What follows belongs to an exercise in optimizing a design on an open flow for small area; a production flow would make more cautious choices. The RTL was checked by simulation tests, not by an equivalence proof against the original design. Power and IR drop assume default switching activity.

Design tunnel_wall_gen, start of the top module:
module tunnel_wall_gen (
    input  logic       clock,
    input  logic       rst,
    input  logic [9:0] Pixel_row,
    input  logic [9:0] Pixel_column,
    input  logic       run,
    input  logic [1:0] speed,
    input  logic [7:0] randomized_value,
    output logic [1:0] wall,
    output logic [7:0] probe_left,
    output logic [7:0] probe_right,
    output logic       ready
);
    localparam logic [7:0] INIT_L = 8'd48;
    function automatic logic [1:0] fa(input logic a, input logic b, input logic c);
        fa = {(a & b) | (a & c) | (b & c), a ^ b ^ c};
    endfunction
    function automatic logic [5:0] pop15_part(input logic [15:1] x);
        logic [1:0] a0, a1, a2, a3, a4, b0, c0, b1, c1;
        a0 = fa(x[1], x[2], x[3]);
        a1 = fa(x[4], x[5], x[6]);
        a2 = fa(x[7], x[8], x[9]);
        a3 = fa(x[10], x[11], x[12]);
        a4 = fa(x[13], x[14], x[15]);
        b0 = fa(a0[0], a1[0], a2[0]);
        c0 = fa(a0[1], a1[1], a2[1]);
        b1 = fa(b0[0], a3[0], a4[0]);
        c1 = fa(c0[0], a3[1], a4[1]);
        pop15_part = {c0[1], c1[1], b0[1], c1[0], b1[1], b1[0]};
    endfunction
    function automatic logic [3:0] pop15_sum(input logic [5:0] p);
        pop15_sum = {3'b0, p[0]} + {2'b0, 2'(p[1]) + 2'(p[2]) + 2'(p[3]), 1'b0} +
                    {1'b0, 2'(p[4]) + 2'(p[5]), 2'b0};
    endfunction
    function automatic logic [4:0] st_enc(input logic [1:0] a, input logic [1:0] b,
                                          input logic [1:0] c);
        if (!c[0]) begin
            st_enc = {c[1], a, b};
        end else if (!a[0]) begin
            st_enc = {a[1], 2'b11, b};
  ...
For scale: ~350 flip-flops, about 52 I/O pins, about 0.016 mm² of cells after synthesis.
==> flow/config.mk <==
export PLATFORM = sky130hd
export DESIGN_NAME = tunnel_wall_gen
export DESIGN_NICKNAME = tunnel_wall_gen
export VERILOG_FILES = /design/flow/design.v
export SDC_FILE = /design/flow/constraint.sdc
export NUM_CORES = 4
export LEC_CHECK = 0
export CAP_MARGIN = 20
export CORE_MARGIN = 2
export CORE_UTILIZATION = 60
export CTS_BUF_LIST = sky130_fd_sc_hd__clkbuf_8
export CTS_CLUSTER_DIAMETER = 60
export CTS_CLUSTER_SIZE = 16
export GPL_TIMING_DRIVEN = 0
export SLEW_MARGIN = 20
==> flow/constraint.sdc <==
create_clock -name core_clock -period 8.0 [get_ports {clock}]
set_input_delay 1.6000 -clock core_clock [delete_from_list [all_inputs] [get_ports {clock}]]
set_output_delay 1.6000 -clock core_clock [all_outputs]
set_load 0.01 [all_outputs]
standard.sh (not shown) runs the stock make flow with config.mk's settings and CLKGATE_MAP_FILE= SYNTH_SCRIPT=/design/flow/synth_recipe.tcl, a recipe that flattens the netlist after the stock synthesis.
==> flow/flow/run.sh <==
#!/bin/bash
# The standard layout, with the port buffers made of the smallest buffer
# cell (sky130_fd_sc_hd__buf_1) instead of the delay buffer that
# buffer_ports picks by default. Everything else is standard.sh unchanged.
set -euo pipefail
export BUFFER_PORTS_ARGS="-buffer_cell sky130_fd_sc_hd__buf_1"
bash standard.sh > flow_standard.log 2>&1
Change:
--- a/flow/design.v
+++ b/flow/design.v
@@ -83,28 +83,26 @@
     output logic       ready
 );
     localparam logic [7:0] INIT_L = 8'd48;
     function automatic logic [1:0] fa(input logic a, input logic b, input logic c);
         fa = {(a & b) | (a & c) | (b & c), a ^ b ^ c};
     endfunction
-    function automatic logic [5:0] pop15_part(input logic [15:1] x);
-        logic [1:0] a0, a1, a2, a3, a4, b0, c0, b1, c1;
+    function automatic logic [3:0] pop15(input logic [15:1] x);
+        logic [1:0] a0, a1, a2, a3, a4, b0, c0, b1, c1, d0, e0;
         a0 = fa(x[1], x[2], x[3]);
         a1 = fa(x[4], x[5], x[6]);
         a2 = fa(x[7], x[8], x[9]);
         a3 = fa(x[10], x[11], x[12]);
         a4 = fa(x[13], x[14], x[15]);
         b0 = fa(a0[0], a1[0], a2[0]);
         c0 = fa(a0[1], a1[1], a2[1]);
         b1 = fa(b0[0], a3[0], a4[0]);
         c1 = fa(c0[0], a3[1], a4[1]);
-        pop15_part = {c0[1], c1[1], b0[1], c1[0], b1[1], b1[0]};
-    endfunction
-    function automatic logic [3:0] pop15_sum(input logic [5:0] p);
-        pop15_sum = {3'b0, p[0]} + {2'b0, 2'(p[1]) + 2'(p[2]) + 2'(p[3]), 1'b0} +
-                    {1'b0, 2'(p[4]) + 2'(p[5]), 2'b0};
+        d0 = fa(b0[1], c1[0], b1[1]);
+        e0 = fa(c0[1], c1[1], d0[1]);
+        pop15 = {e0[1], e0[0], d0[0], b1[0]};
     endfunction
     function automatic logic [4:0] st_enc(input logic [1:0] a, input logic [1:0] b,
                                           input logic [1:0] c);
         if (!c[0]) begin
             st_enc = {c[1], a, b};
         end else if (!a[0]) begin
@@ -130,16 +128,14 @@
     logic [7:0] top_l_q;     
     logic [1:0] hist_q [4];  
     logic       cpend_q;     
     logic       cage_q;      
     logic [2:0] pos_q;       
     logic [8:0] dcol_q;      
-    logic [5:0] nup_q;       
-    logic [5:0] ndn_q;
-    logic [2:0] rup_q;       
-    logic [2:0] rdn_q;
+    logic [3:0] nup_q;       
+    logic [3:0] ndn_q;
     logic       valid_q;
     logic [4:0] wh_q;        
     logic       probe_hit_q;
     logic [1:0] wall_q;
     logic [7:0] probe_l_q;
     logic [4:0] probe_wh_q;
@@ -301,33 +297,36 @@
     logic [4:0]  w_row_shr;
     logic [7:0]  w_base;
     assign w_row_grp = {1'b0, shr_q} - {2'b0, w_dist};
     assign w_valid   = ready_q && !w_row_grp[5];
     assign w_row_shr = (w_row_grp[4:0] > 5'd20) ? 5'd20 : w_row_grp[4:0];
     assign w_base    = !w_valid ? INIT_L : w_open ? top_l_q : w_anchor;
-    always_ff @(posedge clock) begin
-        dcol_q      <= {1'b0, w_ccol} - {1'b0, w_base};
-        nup_q       <= pop15_part(w_mask & w_up_bits);
-        ndn_q       <= pop15_part(w_mask & w_dn_bits);
-        rup_q       <= 3'(w_hin[0] & hist_q[0][1]) + 3'(w_hin[1] & hist_q[1][1]) +
+    logic [2:0]  w_rup, w_rdn;
+    logic [7:0]  w_ccol_c;
+    logic [8:0]  w_ccol_st;
+    assign w_rup     = 3'(w_hin[0] & hist_q[0][1]) + 3'(w_hin[1] & hist_q[1][1]) +
                        3'(w_hin[2] & hist_q[2][1]) + 3'(w_hin[3] & hist_q[3][1]);
-        rdn_q       <= 3'(w_hin[0] & hist_q[0][0]) + 3'(w_hin[1] & hist_q[1][0]) +
+    assign w_rdn     = 3'(w_hin[0] & hist_q[0][0]) + 3'(w_hin[1] & hist_q[1][0]) +
                        3'(w_hin[2] & hist_q[2][0]) + 3'(w_hin[3] & hist_q[3][0]);
+    assign w_ccol_c  = (w_ccol > 8'd160) ? 8'd160 : w_ccol;
+    assign w_ccol_st = w_valid ? {1'b0, w_ccol_c} + {6'b0, w_rup} - {6'b0, w_rdn} :
+                       {1'b0, w_ccol_c};
+    always_ff @(posedge clock) begin
+        dcol_q      <= w_ccol_st - {1'b0, w_base};
+        nup_q       <= pop15(w_mask & w_up_bits);
+        ndn_q       <= pop15(w_mask & w_dn_bits);
         valid_q     <= w_valid;
         wh_q        <= w_valid ? ~w_row_shr : 5'd31;
         probe_hit_q <= (Pixel_row[9:2] == 8'd110) && (w_ccol == 8'd0);
     end
     logic [8:0] w_dcol;
     logic [5:0] w_wm1;
     logic [1:0] w_code;
-    logic [4:0] w_nup, w_ndn;
-    logic [5:0] w_sum;       
-    assign w_nup  = {1'b0, pop15_sum(nup_q)} + {2'b0, rup_q};
-    assign w_ndn  = {1'b0, pop15_sum(ndn_q)} + {2'b0, rdn_q};
-    assign w_sum  = {1'b0, w_nup} - {1'b0, w_ndn};
-    assign w_dcol = valid_q ? dcol_q + {{3{w_sum[5]}}, w_sum} : dcol_q;
+    logic [4:0] w_sum;       
+    assign w_sum  = {1'b0, nup_q} - {1'b0, ndn_q};
+    assign w_dcol = valid_q ? dcol_q + {{4{w_sum[4]}}, w_sum} : dcol_q;
     assign w_wm1  = {wh_q, 1'b1};
     always_comb begin
         if (w_dcol == 9'd0 || w_dcol == {3'b0, w_wm1}) begin
             w_code = WALL_EDGE;
         end else if (w_dcol[8]) begin
             w_code = WALL_LEFT;
Outcome:
- The changed run passed the timing, DRC and antenna checks
- wire length is lower slightly
- global-route usage rose by 0.13 points
- non-clock buffer count is higher by 3
- sequential share of layout area falls by 0.85 points
- power fell by a few percent
- setup slack degrades by 890 ps

## separate check: timing with driven ports
The results above use ideal ports. As a check the final layouts listed here were re-extracted and re-timed, cells and wires unchanged. Step 1, drivers: a clkbuf_16 drives clock and a buf_2 each remaining input, both assumed. Step 2 adds t to the input delays and takes it off the output delays; t is the mean of the earliest and latest rising clock arrival at the registers after step 1. Input paths then give back, and output paths get back, about the clock's delay inside the block. Three values: no drivers, after step 1, after step 2; two values: the first two.
| run | t, ns | setup WS [ns] | worst hold slack (ns) | worst slew at a driven data input, ns |
|---|---|---|---|---|
| the first run | 0.651 | 1.254 / 1.254 / 0.680 | 0.339 / 0.339 / 0.339 | 0.07 |
| the second run | 0.645 | 0.364 / 0.386 / -0.260 | 0.340 / 0.340 / 0.340 | 0.04 |
With both steps, setup timing fails in the second run, where it was met with ideal ports. For the second run, which loses most, drivers alone change the setup slack by +0.022 ns; drivers and shift together by -0.624 ns.
